Context: an optimization exercise on an open-source flow, tuned for small area, a short achievable clock period and few clock cycles per item. The choices shown serve that exercise and are no tape-out recipe. Only simulation tests tie the RTL to the original design; equivalence was not proved. Power and IR drop assume default switching activity.

$ cat constraint.sdc
create_clock -name core_clock -period 12.0 [get_ports {clk}]
set_input_delay 2.4000 -clock core_clock [delete_from_list [all_inputs] [get_ports {clk}]]
set_output_delay 2.4000 -clock core_clock [all_outputs]
set_load 0.01 [all_outputs]
$ cat config.mk
export PLATFORM = sky130hd
export DESIGN_NAME = bspline_basis_derivatives
export DESIGN_NICKNAME = bspline_basis_derivatives
export VERILOG_FILES = /design/flow/design.v
export SDC_FILE = /design/flow/constraint.sdc
export NUM_CORES = 4
export LEC_CHECK = 0
export CAP_MARGIN = 20
export CORE_MARGIN = 2
export CORE_UTILIZATION = 30
export SLEW_MARGIN = 20
$ cat run.sh
#!/bin/bash
# synth_recipe.tcl (not shown) runs the flow's synth.tcl, then flattens the netlist and writes it again
# the make line also repeats each setting of config.mk as NAME=value (left out here)
make -C /OpenROAD-flow-scripts/flow DESIGN_CONFIG=/design/flow/config.mk WORK_HOME=/design/flow/orfs CLKGATE_MAP_FILE= SYNTH_SCRIPT=/design/flow/synth_recipe.tcl finish
$ cat design.v
package bbd_pkg;
  localparam logic signed [31:0] Q_ONE = 32'sh0001_0000;
  localparam logic signed [31:0] Q_MAX = 32'sh7FFF_FFFF;
  localparam logic signed [31:0] Q_MIN = -32'sh8000_0000;
  localparam logic [1:0] DEGREE_RST = 2'd2;
  localparam logic [1:0] DERIV_RST  = 2'd2;
  localparam logic [3:0] BASIS_RST  = 4'd5;
  function automatic logic signed [31:0] sat_add(input logic signed [31:0] a,
                                                 input logic signed [31:0] b);
    logic signed [32:0] s;
    logic signed [31:0] res;
    s = {a[31], a} + {b[31], b};
    if (s[32] != s[31]) begin
      res = s[32] ? Q_MIN : Q_MAX;
    end else begin
      res = s[31:0];
    end
    sat_add = res;
  endfunction
  function automatic logic signed [31:0] sat_sub(input logic signed [31:0] a,
                                                 input logic signed [31:0] b);
    logic signed [32:0] s;
    logic signed [31:0] res;
    s = {a[31], a} - {b[31], b};
    if (s[32] != s[31]) begin
      res = s[32] ? Q_MIN : Q_MAX;
    end else begin
      res = s[31:0];
    end
    sat_sub = res;
  endfunction
  function automatic logic [31:0] mag(input logic signed [31:0] a);
    mag = a[31] ? (32'd0 - a) : a;
  endfunction
endpackage
module bbd_ram #(
  parameter int WIDTH = 32,
  parameter int DEPTH = 16
) (
  input  logic                     clk,
  input  logic                     we,
  input  logic [$clog2(DEPTH)-1:0] waddr,
  input  logic [WIDTH-1:0]         wdata,
  output logic [WIDTH*DEPTH-1:0]   rdata
);
  logic [WIDTH-1:0] mem [DEPTH];
  always_ff @(posedge clk) begin
    if (we) begin
      mem[waddr] <= wdata;
    end
  end
  always_comb begin
    for (int w = 0; w < DEPTH; w++) begin
      rdata[w*WIDTH +: WIDTH] = mem[w];
    end
  end
endmodule
module bbd_qdiv #(
  parameter int NST = 2
) (
  input  logic        clk,
  input  logic        rst,
  input  logic        start,
  input  logic [31:0] nmag,
  input  logic [31:0] dmag_in,
  input  logic        neg_in,
  input  logic        take,
  output logic        busy,
  output logic        q_valid,
  output logic [31:0] q_quo,
  output logic        q_neg,
  output logic        q_sat,
  output logic        q_zero
);
  localparam int NCYC = 16 / NST;
  localparam int CW   = $clog2(NCYC + 1);
  logic [CW-1:0] cnt;
  logic [30:0]   rem;
  logic [31:0]   sh;
  logic [31:0]   dmag;
  logic [32:0]   d3;
  logic          neg;
  logic          satq;
  logic [30:0]   rem_n;
  logic [31:0]   sh_n;
  logic          fin;
  logic          satc;
  always_comb begin
    logic [32:0] t;
    logic [33:0] s1, s2, s3;
    t     = 33'd0;
    s1    = 34'd0;
    s2    = 34'd0;
    s3    = 34'd0;
    rem_n = rem;
    sh_n  = sh;
    for (int b = 0; b < NST; b++) begin
      t  = {rem_n, sh_n[31:30]};
      s1 = {1'b0, t} - {2'b0, dmag};
      s2 = {1'b0, t} - {1'b0, dmag, 1'b0};
      s3 = {1'b0, t} - {1'b0, d3};
      if (!s3[33]) begin
        rem_n = s3[30:0];
        sh_n  = {sh_n[29:0], 2'd3};
      end else if (!s2[33]) begin
        rem_n = s2[30:0];
        sh_n  = {sh_n[29:0], 2'd2};
      end else if (!s1[33]) begin
        rem_n = s1[30:0];
        sh_n  = {sh_n[29:0], 2'd1};
      end else begin
        rem_n = t[30:0];
        sh_n  = {sh_n[29:0], 2'd0};
      end
    end
  end
  assign satc = ({1'b0, rem} >= dmag);
  assign fin  = busy && (cnt == CW'(1)) && (!q_valid || take);
  always_ff @(posedge clk) begin
    if (rst) begin
      busy    <= 1'b0;
      q_valid <= 1'b0;
    end else begin
      if (take) q_valid <= 1'b0;
      if (start) begin
        busy <= 1'b1;
        cnt  <= CW'(NCYC);
        rem  <= {15'd0, nmag[31:16]};
        sh   <= {nmag[15:0], 16'd0};
        dmag <= dmag_in;
        d3   <= {1'b0, dmag_in} + {dmag_in, 1'b0};
        neg  <= neg_in;
      end else if (busy) begin
        if (cnt == CW'(NCYC)) satq <= satc;
        if (cnt != CW'(1)) begin
          rem <= rem_n;
          sh  <= sh_n;
          cnt <= cnt - 1'b1;
        end else if (fin) begin
          busy    <= 1'b0;
          q_valid <= 1'b1;
          q_quo   <= sh_n;
          q_neg   <= neg;
          q_sat   <= (cnt == CW'(NCYC)) ? satc : satq;
          q_zero  <= (dmag == 32'd0);
        end
      end
    end
  end
endmodule
module bspline_basis_derivatives #(
  parameter int NST = 2,    
  parameter int MB  = 16,   
  parameter int SPC = 2     
) (
  input  logic                          clk,
  input  logic                          rst,
  input  logic                          in_valid,
  output logic                          in_stall,
  input  logic [68:0]                   in_item,
  output logic                          out_valid,
  input  logic                          out_stall,
  output logic [43:0]                   out_item,
  input  logic                          psel,
  input  logic                          penable,
  input  logic                          pwrite,
  input  logic [3:0]                    paddr,
  input  logic [31:0]                   pwdata,
  output logic [31:0]                   prdata,
  output logic                          pready
);
  localparam logic signed [31:0] ONE = bbd_pkg::Q_ONE;
  localparam logic signed [31:0] QMX = bbd_pkg::Q_MAX;
  localparam logic signed [31:0] QMN = bbd_pkg::Q_MIN;
  localparam logic [2:0] M_IDLE = 3'd0, M_S0 = 3'd1, M_S1 = 3'd2, M_SA = 3'd3, M_SB = 3'd5, M_RUN = 3'd4;
  localparam logic [1:0] PH_ND = 2'd0, PH_DV = 2'd1, PH_DONE = 2'd2;
  localparam logic [1:0] PS_IDLE = 2'd0, PS_M1 = 2'd1, PS_M2 = 2'd2;
  localparam int MCYC = 32 / MB;
  localparam int MCW  = $clog2(MCYC + 1);
  logic               in_act;
  logic [3:0]         in_kidx;
  logic signed [31:0] in_kval, in_pt;
  assign in_act  = in_item[68];
  assign in_kidx = in_item[67:64];
  assign in_kval = in_item[63:32];
  assign in_pt   = in_item[31:0];
  logic [1:0] degree, max_deriv_order;
  logic [3:0] basis_count;
  logic [1:0] p_cfg, k_cfg;
  logic [3:0] n_cfg;
  assign pready = 1'b1;
  always_comb begin
    case (paddr[3:2])
      2'd0:    prdata = {30'd0, degree};
      2'd1:    prdata = {30'd0, max_deriv_order};
      2'd2:    prdata = {28'd0, basis_count};
      default: prdata = 32'd0;
    endcase
    p_cfg = degree;
    k_cfg = (max_deriv_order > p_cfg) ? p_cfg : max_deriv_order;
    n_cfg = (basis_count < {2'd0, p_cfg} + 4'd1) ? {2'd0, p_cfg} + 4'd1 : basis_count;
  end
  logic [2:0]         mst;
  logic [1:0]         pe, ke;
  logic [3:0]         ne;
  logic signed [31:0] x;
  logic [3:0]         span;
  logic [3:0]         lo, hi, mid;
  logic [2:0]         step;
  logic               kwe;
  logic [511:0]       kflat;
  logic signed [31:0] knot [16];
  assign kwe = (mst == M_IDLE) && in_valid && !in_act;
  bbd_ram #(.WIDTH(32), .DEPTH(16)) u_knots (
    .clk(clk), .we(kwe), .waddr(in_kidx), .wdata(in_kval), .rdata(kflat)
  );
  always_comb begin
    for (int w = 0; w < 16; w++) knot[w] = kflat[w*32 +: 32];
  end
  logic       k_ge, k_le;
  logic [3:0] mid_lo, mid_hi, mid1;
  logic [3:0] lptr, rptr;
  logic       go_run;
  logic [3:0] span_nx;
  assign mid_lo = 4'(({1'b0, lo} + {1'b0, mid}) >> 1);
  assign mid_hi = 4'(({1'b0, mid} + {1'b0, hi}) >> 1);
  logic signed [31:0] lft [3];
  logic signed [31:0] rgt [3];
  logic [2:0]         ld;
  logic [2:0]         pc;
  logic [2:0]         npairs;
  logic               lr1_ok, lr_all, pre_act, pre_done;
  logic               flag;
  logic [3:0]         ld_addr;
  logic signed [31:0] ld_knot;
  logic signed [32:0] xk, kx;
  always_comb begin
    case (pe)
      2'd0: npairs = 3'd0;
      2'd1: npairs = 3'd1;
      2'd2: npairs = 3'd3;
      default: npairs = 3'd6;
    endcase
    lr1_ok   = (ld >= 3'd2);
    lr_all   = (ld == {pe, 1'b0});
    pre_act  = lr_all && (pc != npairs);
    pre_done = lr_all && (pc == npairs);
    if (mst == M_S0) begin
      ld_addr = ne;
    end else if (mst == M_S1) begin
      ld_addr = {2'd0, pe};
    end else if (mst == M_SA) begin
      ld_addr = mid;
    end else if (mst == M_SB) begin
      ld_addr = mid1;
    end else if (!ld[0]) begin
      ld_addr = lptr;
    end else begin
      ld_addr = rptr;
    end
    ld_knot = knot[ld_addr];
    xk      = {x[31], x} - {ld_knot[31], ld_knot};
    kx      = {ld_knot[31], ld_knot} - {x[31], x};
    k_ge    = !xk[32];
    k_le    = !kx[32];
  end
  always_comb begin
    go_run  = 1'b0;
    span_nx = ne - 4'd1;
    case (mst)
      M_S0: go_run = k_ge;
      M_S1: begin
        go_run  = k_le;
        span_nx = {2'd0, pe};
      end
      M_SA: begin
        go_run  = !k_ge && (step == 3'd7);
        span_nx = mid_lo;
      end
      M_SB: begin
        go_run  = !k_ge || (step == 3'd7);
        span_nx = !k_ge ? mid : mid_hi;
      end
      default: ;
    endcase
  end
  function automatic logic [1:0] clo(input logic [1:0] i, input logic [1:0] r);
    clo = (i > r) ? (i - r) : 2'd0;
  endfunction
  function automatic logic [1:0] chi(input logic [1:0] i, input logic [1:0] r,
                                     input logic [1:0] p);
    chi = (i < (p - r)) ? i : (p - r);
  endfunction
  function automatic logic [11:0] pos_next(input logic [11:0] ps, input logic [1:0] p,
                                           input logic [1:0] k);
    logic [1:0] ph, j, r, i, rr, c;
    {ph, j, r, i, rr, c} = ps;
    if (ph == PH_ND) begin
      if (r == j - 2'd1) begin
        if (j == p) begin
          if (k == 2'd0) begin
            ph = PH_DONE;
          end else begin
            ph = PH_DV; i = 2'd1; rr = 2'd0; c = 2'd1;
          end
        end else begin
          j = j + 2'd1; r = 2'd0;
        end
      end else begin
        r = r + 2'd1;
      end
    end else if (ph == PH_DV) begin
      if (c == chi(i, rr, p)) begin
        if (rr == p) begin
          if (i == k) begin
            ph = PH_DONE;
          end else begin
            i = i + 2'd1; rr = 2'd0; c = i;
          end
        end else begin
          rr = rr + 2'd1; c = clo(i, rr);
        end
      end else begin
        c = c + 2'd1;
      end
    end
    pos_next = {ph, j, r, i, rr, c};
  endfunction
  logic [11:0] ipos, ppos;
  logic [1:0]  iph, ij, ir, ii, irr, ic;
  logic [1:0]  pph, pj, pr, pi, prr, pcc;
  assign {iph, ij, ir, ii, irr, ic} = ipos;
  assign {pph, pj, pr, pi, prr, pcc} = ppos;
  logic signed [31:0] u01, u11, u02, u12, u22;
  logic signed [31:0] a0 [4];
  logic signed [31:0] a11, a12;
  function automatic logic signed [31:0] uread(input logic [1:0] row, input logic [1:0] col,
      input logic signed [31:0] v01, input logic signed [31:0] v11,
      input logic signed [31:0] v02, input logic signed [31:0] v12,
      input logic signed [31:0] v22);
    logic signed [31:0] v;
    case ({row, col})
      4'b00_01: v = v01;
      4'b01_01: v = v11;
      4'b00_10: v = v02;
      4'b01_10: v = v12;
      4'b10_10: v = v22;
      default:  v = ONE;
    endcase
    uread = v;
  endfunction
  logic        div_start, div_busy, q_valid, q_take;
  logic [31:0] q_quo;
  logic        q_neg, q_sat, q_zero;
  logic signed [31:0] div_num, div_den;
  logic               prep, pv;
  logic signed [31:0] pnum, pden;
  logic [4:0]         prep_cnt, cap_cnt;
  logic       isel, qsel;
  logic [1:0] d_start, d_busy, d_valid, d_take, d_neg, d_sat, d_zero;
  logic [31:0] d_quo [2];
  assign div_busy  = d_busy[isel];
  assign div_start = (mst == M_RUN) && pv && !div_busy;
  for (genvar g = 0; g < 2; g++) begin : g_div
    assign d_start[g] = div_start && (isel == 1'(g));
    assign d_take[g]  = q_take && (qsel == 1'(g));
    bbd_qdiv #(.NST(NST)) u_div (
      .clk(clk), .rst(rst), .start(d_start[g]),
      .nmag(bbd_pkg::mag(pnum)), .dmag_in(bbd_pkg::mag(pden)),
      .neg_in(pnum[31] ^ pden[31]), .take(d_take[g]),
      .busy(d_busy[g]), .q_valid(d_valid[g]), .q_quo(d_quo[g]), .q_neg(d_neg[g]),
      .q_sat(d_sat[g]), .q_zero(d_zero[g])
    );
  end
  assign q_valid = d_valid[qsel];
  assign q_quo   = d_quo[qsel];
  assign q_neg   = d_neg[qsel];
  assign q_sat   = d_sat[qsel];
  assign q_zero  = d_zero[qsel];
  logic               q_sat_eff;
  logic signed [31:0] q_signed;
  logic [31:0]        q_mag;
  always_comb begin
    q_sat_eff = q_sat || (q_neg ? (q_quo > 32'h8000_0000) : q_quo[31]);
    if (q_zero) begin
      q_signed = 32'sd0;
      q_mag    = 32'd0;
    end else if (q_sat_eff) begin
      q_signed = q_neg ? QMN : QMX;
      q_mag    = q_neg ? 32'h8000_0000 : 32'h7FFF_FFFF;
    end else begin
      q_signed = q_neg ? -$signed(q_quo) : $signed(q_quo);
      q_mag    = q_quo;
    end
  end
  logic [1:0]         den_ri, den_li;
  logic signed [31:0] den_sum;
  assign den_sum = bbd_pkg::sat_add(rgt[den_ri - 2'd1], lft[den_li - 2'd1]);
  function automatic logic [11:0] derive(input logic [11:0] ps, input logic [1:0] p);
    logic [1:0] ph, j, r, i, rr, c;
    logic [1:0] tas, tbs, dri, dli, nr, nc, lo_c, base;
    {ph, j, r, i, rr, c} = ps;
    lo_c = clo(i, rr);
    base = ({1'b0, i} > {1'b0, rr} + 3'd1) ? (i - rr - 2'd1) : 2'd0;
    if (c == i)          tas = 2'd0;
    else if (i == 2'd1)  tas = (c == 2'd0) ? 2'd1 : 2'd0;
    else                 tas = ((c - base) == 2'd0) ? 2'd2 : 2'd3;
    if (c == lo_c)       tbs = (c == 2'd0) ? 2'd0 : ((i == 2'd1) ? 2'd1 : 2'd2);
    else                 tbs = 2'd3;
    if (ph == PH_ND) begin
      dri = r + 2'd1;
      dli = j - r;
    end else begin
      dri = rr - i + c + 2'd1;
      dli = p + 2'd1 - rr - c;
    end
    nr = r;
    nc = j - 2'd1;
    derive = {tas, tbs, dri, dli, nr, nc};
  endfunction
  logic [11:0]        ipd;
  logic [1:0]         i_tas, i_tbs, i_dri, i_dli, i_nr, i_nc;
  logic [2:0]         nd_done;
  logic [2:0]         need;
  logic               dep_ok;
  logic signed [31:0] ta, tb, ta_prev;
  always_comb begin
    case ({ij, ir})
      4'b10_00, 4'b10_01: need = 3'd1;
      4'b11_00:           need = 3'd2;
      default:            need = 3'd3;
    endcase
    if (iph == PH_ND) dep_ok = (ij == 2'd1) ? lr1_ok : (lr_all && (nd_done >= need));
    else              dep_ok = lr_all;
    {i_tas, i_tbs, i_dri, i_dli, i_nr, i_nc} = ipd;
    case (i_tas)
      2'd0:    ta = 32'sd0;
      2'd1:    ta = ONE;
      2'd2:    ta = a0[irr];
      default: ta = (irr == 2'd1) ? a11 : a12;
    endcase
    case (i_tbs)
      2'd0:    tb = 32'sd0;
      2'd1:    tb = ONE;
      2'd2:    tb = a0[irr];
      default: tb = ta_prev;
    endcase
    den_ri = 2'd0; den_li = 2'd0;
    div_num = 32'sd0;
    if (pre_act) begin
      case (pc)
        3'd0: begin den_ri = 2'd1; den_li = 2'd1; end
        3'd1: begin den_ri = 2'd1; den_li = 2'd2; end
        3'd2: begin den_ri = 2'd2; den_li = 2'd1; end
        3'd3: begin den_ri = 2'd1; den_li = 2'd3; end
        3'd4: begin den_ri = 2'd2; den_li = 2'd2; end
        default: begin den_ri = 2'd3; den_li = 2'd1; end
      endcase
    end else if (iph == PH_ND) begin
      den_ri  = i_dri;
      den_li  = i_dli;
      div_num = uread(i_nr, i_nc, u01, u11, u02, u12, u22);
    end else begin
      den_ri  = i_dri;
      den_li  = i_dli;
      div_num = bbd_pkg::sat_sub(ta, tb);
    end
    div_den = den_sum;
    prep = (mst == M_RUN) && (iph != PH_DONE) && !pre_act && dep_ok && (!pv || div_start) &&
           (cap_cnt + 5'd2 >= prep_cnt);
  end
  logic              m_start, m_busy;
  logic [MCW-1:0]    m_cnt;
  logic [31:0]       m_a, m_ain, m_bin;
  logic              m_sign, m_signin;
  logic [63:0]       m_p;
  logic              m_done, m_ack;
  logic [31+MB:0]    m_sum;
  logic signed [31:0] qm;
  assign m_done = m_busy && (m_cnt == '0);
  assign m_sum  = (32+MB)'(m_p[63:32]) + m_a * m_p[MB-1:0];
  always_comb begin
    if (m_p[63:47] != 17'd0) begin
      qm = m_sign ? QMN : QMX;
    end else begin
      qm = m_sign ? -$signed(m_p[47:16]) : $signed(m_p[47:16]);
    end
  end
  always_ff @(posedge clk) begin
    if (rst) begin
      m_busy <= 1'b0;
    end else if (m_start) begin
      m_busy <= 1'b1;
      m_cnt  <= MCW'(MCYC);
      m_a    <= m_ain;
      m_p    <= {32'd0, m_bin};
      m_sign <= m_signin;
    end else if (m_busy) begin
      if (m_cnt != '0) begin
        m_cnt <= m_cnt - 1'b1;
        m_p   <= {m_sum, m_p[31:MB]};
      end else if (m_ack) begin
        m_busy <= 1'b0;
      end
    end
  end
  logic [1:0]         pst;
  logic [1:0]         cph, cj, cr, ci, crr;
  logic               clast;
  logic signed [31:0] saved, d;
  logic [31:0]        pq_mag;
  logic               pq_neg;
  logic               slot_free;
  logic signed [31:0] v_nd, dn;
  logic [1:0]         p_base;
  logic [3:0]         p_urow;
  logic signed [31:0] p_uval;
  logic               ev, ev_last;
  logic signed [31:0] ev_val;
  logic [1:0]         ev_i, ev_j;
  logic signed [34:0] sc;
  logic signed [31:0] ev_scaled;
  assign slot_free = !out_valid || !out_stall;
  always_comb begin
    v_nd   = bbd_pkg::sat_add(saved, qm);
    dn     = bbd_pkg::sat_add(d, qm);
    p_base = clo(pi, prr);
    p_urow = {2'd0, prr} - {2'd0, pi} + {2'd0, pcc};
    p_uval = uread(p_urow[1:0], pe - pi, u01, u11, u02, u12, u22);
    case ({pe, ev_i})
      4'b10_01, 4'b10_10: sc = {{3{ev_val[31]}}, ev_val} <<< 1;
      4'b11_01:           sc = {{3{ev_val[31]}}, ev_val} + ({{3{ev_val[31]}}, ev_val} <<< 1);
      4'b11_10, 4'b11_11: sc = ({{3{ev_val[31]}}, ev_val} + ({{3{ev_val[31]}}, ev_val} <<< 1)) <<< 1;
      default:            sc = {{3{ev_val[31]}}, ev_val};
    endcase
    if (sc > 35'sd2147483647)       ev_scaled = QMX;
    else if (sc < -35'sd2147483648) ev_scaled = QMN;
    else                            ev_scaled = sc[31:0];
  end
  logic [31:0] cap_amag;
  logic        cap_asgn, cap_slot0;
  always_ff @(posedge clk) begin
    cap_amag  <= (pph == PH_ND) ? bbd_pkg::mag(rgt[pr]) : bbd_pkg::mag(p_uval);
    cap_asgn  <= (pph == PH_ND) ? rgt[pr][31] : p_uval[31];
    cap_slot0 <= (pcc - p_base) == 2'd0;
  end
  logic emit, ev_can, free, nd_m1, capture;
  always_comb begin
    emit   = (mst == M_RUN) && ev && slot_free && pre_done;
    ev_can = !ev || emit;
    nd_m1  = 1'b0;
    free   = 1'b0;
    case (pst)
      PS_IDLE: free = 1'b1;
      PS_M1: begin
        if (cph == PH_ND) nd_m1 = m_done && ((cj != pe) || ev_can);
        else              free  = m_done && (!clast || ev_can);
      end
      default: free = m_done && (!(cj == pe && cr == cj - 2'd1) || ev_can);
    endcase
    capture  = (mst == M_RUN) && free && (pph != PH_DONE) && q_valid;
    q_take   = capture;
    m_start  = capture || nd_m1;
    m_ack    = free && (pst != PS_IDLE) && !capture;
    m_bin    = capture ? q_mag : pq_mag;
    if (nd_m1) begin
      m_ain    = bbd_pkg::mag(lft[cj - cr - 2'd1]);
      m_signin = lft[cj - cr - 2'd1][31] ^ pq_neg;
    end else begin
      m_ain    = cap_amag;
      m_signin = cap_asgn ^ q_neg;
    end
  end
  always_ff @(posedge clk) begin
    if (rst) begin
      mst             <= M_IDLE;
      degree          <= bbd_pkg::DEGREE_RST;
      max_deriv_order <= bbd_pkg::DERIV_RST;
      basis_count     <= bbd_pkg::BASIS_RST;
      out_valid       <= 1'b0;
    end else begin
      if (psel && penable && pwrite) begin
        case (paddr[3:2])
          2'd0: degree          <= pwdata[1:0];
          2'd1: max_deriv_order <= pwdata[1:0];
          2'd2: basis_count     <= pwdata[3:0];
          default: ;
        endcase
      end
      if (emit) begin
        out_valid <= 1'b1;
        out_item  <= {ev_i, 4'(span + {2'd0, ev_j} - {2'd0, pe}), span, ev_scaled, flag,
                      ev_last};
      end else if (!out_stall) begin
        out_valid <= 1'b0;
      end
      case (mst)
        M_IDLE: begin
          if (in_valid && in_act) begin
            x   <= in_pt;
            pe  <= p_cfg;
            ke  <= k_cfg;
            ne  <= n_cfg;
            mst <= M_S0;
          end
        end
        M_S0: begin
          if (!k_ge) mst <= M_S1;
        end
        M_S1: begin
          if (!k_le) begin
            lo   <= {2'd0, pe};
            hi   <= ne;
            mid  <= 4'(({3'd0, pe} + {1'b0, ne}) >> 1);
            mid1 <= 4'(({3'd0, pe} + {1'b0, ne}) >> 1) + 4'd1;
            step <= 3'd0;
            mst  <= M_SA;
          end
        end
        M_SA: begin
          if (!k_ge) begin
            hi   <= mid;
            mid  <= mid_lo;
            mid1 <= mid_lo + 4'd1;
            step <= step + 3'd1;
          end else begin
            mst <= M_SB;
          end
        end
        M_SB: begin
          if (k_ge) begin
            lo   <= mid;
            mid  <= mid_hi;
            mid1 <= mid_hi + 4'd1;
            step <= step + 3'd1;
            mst  <= M_SA;
          end
        end
        default: begin
          if (emit && ev_last) mst <= M_IDLE;
        end
      endcase
      if (go_run) begin
        span <= span_nx;
        lptr <= span_nx;
        rptr <= span_nx + 4'd1;
        mst  <= M_RUN;
      end
      if (mst != M_RUN) begin
        ld      <= 3'd0;
        pc      <= 3'd0;
        flag    <= 1'b0;
        nd_done <= 3'd0;
        pv       <= 1'b0;
        prep_cnt <= 5'd0;
        cap_cnt  <= 5'd0;
        isel     <= 1'b0;
        qsel     <= 1'b0;
        saved   <= 32'sd0;
        d       <= 32'sd0;
        ipos    <= {(pe == 2'd0) ? PH_DONE : PH_ND, 2'd1, 2'd0, 2'd0, 2'd0, 2'd0};
        ipd     <= derive({PH_ND, 2'd1, 2'd0, 2'd0, 2'd0, 2'd0}, pe);
        ppos    <= {(pe == 2'd0) ? PH_DONE : PH_ND, 2'd1, 2'd0, 2'd0, 2'd0, 2'd0};
      end else begin
        if (!lr_all) begin
          if (!ld[0]) begin
            lft[ld[2:1]] <= (xk[32] != xk[31]) ? (xk[32] ? QMN : QMX) : xk[31:0];
          end else begin
            rgt[ld[2:1]] <= (kx[32] != kx[31]) ? (kx[32] ? QMN : QMX) : kx[31:0];
            lptr <= lptr - 4'd1;
            rptr <= (rptr == 4'd15) ? 4'd15 : rptr + 4'd1;
          end
          ld <= ld + 3'd1;
        end
        if (pre_act) begin
          if (den_sum == 32'sd0) flag <= 1'b1;
          pc <= pc + 3'd1;
        end
        if (div_start) pv <= 1'b0;
        if (prep) begin
          ipos     <= pos_next(ipos, pe, ke);
          ipd      <= derive(pos_next(ipos, pe, ke), pe);
          ta_prev  <= ta;
          pv       <= 1'b1;
          pnum     <= div_num;
          pden     <= div_den;
          prep_cnt <= prep_cnt + 5'd1;
        end
        if (q_take) cap_cnt <= cap_cnt + 5'd1;
        if (div_start) isel <= ~isel;
        if (q_take) qsel <= ~qsel;
      end
      if (emit) ev <= 1'b0;
      if (mst != M_RUN) begin
        pst     <= PS_IDLE;
        ev      <= (pe == 2'd0);
        ev_val  <= ONE;
        ev_i    <= 2'd0;
        ev_j    <= 2'd0;
        ev_last <= 1'b1;
      end else begin
        if (capture) begin
          {cph, cj, cr, ci, crr} <= ppos[11:2];
          clast  <= (pcc == chi(pi, prr, pe));
          ppos   <= pos_next(ppos, pe, ke);
          pq_mag <= q_mag;
          pq_neg <= q_neg;
          if (pph == PH_DV) begin
            if (cap_slot0)            a0[prr] <= q_signed;
            else if (prr == 2'd1)     a11 <= q_signed;
            else                      a12 <= q_signed;
          end
          pst <= PS_M1;
        end else if (free) begin
          pst <= PS_IDLE;
        end
        if (nd_m1) begin
          pst <= PS_M2;
          if (cj != pe) begin
            case ({cr, cj})
              4'b00_01: u01 <= v_nd;
              4'b00_10: u02 <= v_nd;
              default:  u12 <= v_nd;
            endcase
          end else begin
            ev      <= 1'b1;
            ev_val  <= v_nd;
            ev_i    <= 2'd0;
            ev_j    <= cr;
            ev_last <= 1'b0;
          end
        end
        if (free && pst == PS_M1) begin
          if (clast) begin
            ev      <= 1'b1;
            ev_val  <= dn;
            ev_i    <= ci;
            ev_j    <= crr;
            ev_last <= (ci == ke) && (crr == pe);
            d       <= 32'sd0;
          end else begin
            d <= dn;
          end
        end
        if (free && pst == PS_M2) begin
          if (cr == cj - 2'd1) begin
            saved <= 32'sd0;
            if (cj == 2'd1) u11 <= qm;
            if (cj == 2'd2 && pe != 2'd2) u22 <= qm;
            if (cj == pe) begin
              ev      <= 1'b1;
              ev_val  <= qm;
              ev_i    <= 2'd0;
              ev_j    <= pe;
              ev_last <= (ke == 2'd0);
            end
          end else begin
            saved <= qm;
          end
          nd_done <= nd_done + 3'd1;
        end
      end
    end
  end
  assign in_stall = (mst != M_IDLE);
endmodule
==> metrics.log <==
INFO  metric status = no timing/DRC/antenna violations
INFO  metric clock.fmax = 0.1063 GHz
INFO  metric post_cts_resized = 0
INFO  metric timing.critical_path.slowest_cell_delay = 0.82 ns
INFO  metric inserted_clock_buffers = 215
INFO  metric synthArstFlopShare = 0
INFO  metric layoutNonFillerInstCount = 20300
INFO  metric die_width = 688.5 um
INFO  metric vias = 112600
INFO  metric pwr_density_cell = 224.7 nW/um^2
INFO  metric routed_wire_length_per_instance = 23.89 um
INFO  metric tritoncts = yes
INFO  metric synth_largest_type_area_fraction = 0.4074
INFO  metric cp_data_arrival_time = 9.93 ns
INFO  metric power.leakage = 0.06030 uW
INFO  metric hold_buffers = 0
INFO  metric tns = 0 ns
INFO  metric syn_to_final_growth = 11.64%
INFO  metric synthesis.instances = 13910
INFO  metric timing.critical_path.to_type = register
INFO  metric worst-r2r-setup-slack = 2.59 ns
INFO  metric via_count_of_the_first_global_routing_pass = 106100
INFO  metric yosys_register_bits = 1962
INFO  metric max_slew_margin = 0.1474
INFO  metric required = 12.52 ns
INFO  metric grt_resource_usage_total = 0.1973
INFO  metric placement.cell_area = 149700 um^2
INFO  metric clk_transition_reported_paths = 0.07 ns
INFO  metric post-route-drc-count = 0
INFO  metric maxSlewViolCount = 0
INFO  metric maxCapViolations = 0
INFO  metric final_hold_viol_count = 0
INFO  metric period_needed = 9.407 ns
INFO  metric rsz0062_at_grt = false
INFO  metric critPathLaunchType = register
INFO  metric clock_sinks = 1962
INFO  metric category_of_the_critical_setup_timing_path = reg2reg
INFO  metric effective_utilization_at_floorplan = 0.3010
INFO  metric crit_path_cell_trace = nor2b_1 -> o21ai_1 -> a221oi_1 -> a21oi_1 -> mux2_2 -> nand2_1 -> nor2_4 -> buf_4 -> a22oi_1 -> nand4_1 -> nor3_1 -> nor2_1 -> ha_1 -> o21a_1 -> o21ai_0 -> a21oi_1 -> o31ai_1 -> o21ai_0 -> a31oi_1 -> nor2_1 -> a211oi_1 -> nor2_4 -> o31ai_1
INFO  metric dr.first_iter.drc_count = 13490
INFO  metric grt_antenna_before_repair = 47
INFO  metric io_buffer_count = 131
INFO  metric globalRoute.totalOverflow = 0
INFO  metric placedCellCount = 19890
INFO  metric setup-violations-final = 0
INFO  metric floorplan.rows = 251
INFO  metric yosys.cell_types.count = 112
INFO  metric finalWeightedCongestion = 0.9682
INFO  metric synthesis.area_per_instance = 10.10 um^2
INFO  metric synth_edf_count = 1907
INFO  metric critical_path.max_fanout = 29
INFO  metric cts-root-buf = clkbuf_16
INFO  metric ys_top_cells_by_area = edfxtp_1, ha_1, fa_1, nand2_1, a21oi_1
INFO  metric io-pin-count = 191
INFO  metric die_y = 688.5 um
INFO  metric worst_pin_slew = 1.270 ns
INFO  metric dieArea = 474100 um^2
INFO  metric finalWirelength = 485000 um
INFO  metric post_route_cells_drive_above_1_share = 0.06700
INFO  metric area_of_the_core_region = 467000 um^2
INFO  metric maximum_number_of_buffers_from_clock_root_to_sink = 4
INFO  metric postCtsSetupRepairBufs = 0
INFO  metric post-layout-total-power = 35260 uW
INFO  metric layout_net_count = 15420
INFO  metric period_share = 0.7839
INFO  metric fill_cells = 47050
INFO  metric post-synth-top-count-cell = edfxtp_1
INFO  metric worst_skew_pair.late_latency = 0.96 ns
INFO  metric grt_start_max_net_pins = 79
INFO  metric peakVddDrop = 452.3 uV
INFO  metric synth_top_flop_cell = edfxtp_1
INFO  metric dp_hpwl = 360300 um
INFO  metric fin_area = 156900 um^2
INFO  metric yosysWarningCount = 6
INFO  metric syn-cell-area = 140600 um^2
INFO  metric fin_skew = 0.1330 ns
INFO  metric synthDominantAreaCellType = edfxtp_1
INFO  metric synth_seq_area_share = 0.4152
INFO  metric postRouteAntennaNets = 0
INFO  metric h_tree_level_count = 4
INFO  metric synth.cells.most_frequent = edfxtp_1, nand2_1, a21oi_1
INFO  metric viasPerCell = 5.546
INFO  metric detail_route.first_pass.iterations = 7
INFO  metric grt_pass1_wl = 708000 um
INFO  metric timing.critical_path.slowest_stage_cell = o31ai_1
INFO  metric hold_path.class = reg2reg
per-layer routing:
| layer | vias to the layer above | wire length (um) | GRT usage |
|---|---|---|---|
| li1 | 51010 | - | - |
| met1 | 55940 | 210700 | 0.2807 |
| met3 | 736 | 43190 | 0.03119 |
| met5 | - | 111 | 0 |
| met2 | 4871 | 211300 | 0.3018 |
| met4 | 16 | 19660 | 0.07136 |
layout by cell type (no fill, tap or decap), drive strengths merged, types with 255 or more instances in the layout:
cell type and instances:
inv 988, nand2 1418, nor2 935, ha 917, buf 255, xnor2 483, fa 480, edfxtp 1907
a22oi 326, o21ai 814, xor2 273, a21oi 1010, a21o 370
power by group:
part           switching [uW]  internal [uW]  total (uW)
logic                   12600           5740       18400
registers                 237           9730        9970
clock network            2920           3990        6910
total                   15800          19500       35300
flip-flops by register name, summed over array words and instances (netlist names), 44 cells and up, named ones only:
register and count:
u_knots.mem 512, a0 128, lft 96, rgt 96, g_div.u_div.d3 64, g_div.u_div.dmag 64
g_div.u_div.q_quo 64, g_div.u_div.sh 64, m_p 64, g_div.u_div.rem 62, out_item 44
worst paths after layout:
kind | startpoint | to | cells past startpoint
max | mst[1] | lft[2][16] | 23
min | g_div[0].u_div.neg | g_div[0].u_div.q_neg | 0
max reg2reg | mst[1] | lft[2][16] | 23
min reg2reg | g_div[0].u_div.neg | g_div[0].u_div.q_neg | 0
through the flow:
step	util	setup slack, ns	hold WS (ns)
2_1_floorplan	-	2.855	0.4003
3_3_place_gp	0.3204	2.863	0.4057
3_5_place_dp	0.3205	2.840	0.4107
4_1_cts	0.3358	2.787	0.4230
5_1_grt	0.3360	2.065	0.4246
6_report	0.3360	2.593	0.4261
kinds of logic (layout without fill, tap and decap cells):
kind of cell             Yosys count  in the layout  synth area share
AO/OA/AOI/OAI                   3907           3907            0.1819
multiplexers                     352            352           0.02872
other                              2             54        0.00005342
AND/OR/NAND/NOR                 3881           3881            0.1291
buffers and inverters           1617           1751           0.04457
adder cells (fa/ha/maj)         1432           1432            0.1525
XOR/XNOR                         761            761           0.04804
flip-flops                      1962           1962            0.4152
final cells by class:
type | instances | area, um^2 | share of cell area
well taps | 6198 | 7755 | 0.04942
inverters | 981 | 3687 | 0.02350
diodes | 25 | 62.56 | 0.0003987
flip-flops and latches | 1962 | 58370 | 0.3720
clock inverters | 134 | 1531 | 0.009759
clock buffers | 251 | 5619 | 0.03581
repair buffers | 385 | 3268 | 0.02083
multi-input cells | 10360 | 76630 | 0.4883
worst max-delay path: cells and delay by family, from the launching register on:
kind	cells	cell delay [ns]
DFF	1	0.61
muxes	1	0.30
and+or+nand+nor	8	2.60
buffers and inverters	1	0.28
AOI/OAI and AO/OA	12	4.75
adders and majority gates	1	0.41
Testbench counts, summed over its fixed seeds: cycles 26,428, evals 240.

==> what the ideal ports hide <==
How much do the figures lean on ideal ports? The routed layout below was timed once more, with nothing changed but the port constraints. Step 1, drivers: a clkbuf_16 drives clk and a buf_2 each remaining input, both assumed. Step 2, shift: input delay + t, output delay - t, t = (earliest + latest rising clock arrival at the registers) / 2. This alone moves slack from input paths to output paths. Three values: ideal, step 1, step 2; two values: the first two.
t (ns): 1.034
setup slack, ns: 2.593 / 2.593 / 2.593
worst hold slack (ns): 0.426 / 0.426 / 0.426
worst data-port slew with drivers (ns): 0.17
cell pins on the clock port's net: 1
After both steps this run still meets setup and hold. For this run, drivers alone change the setup slack by 0.000 ns; drivers and shift together by 0.000 ns.
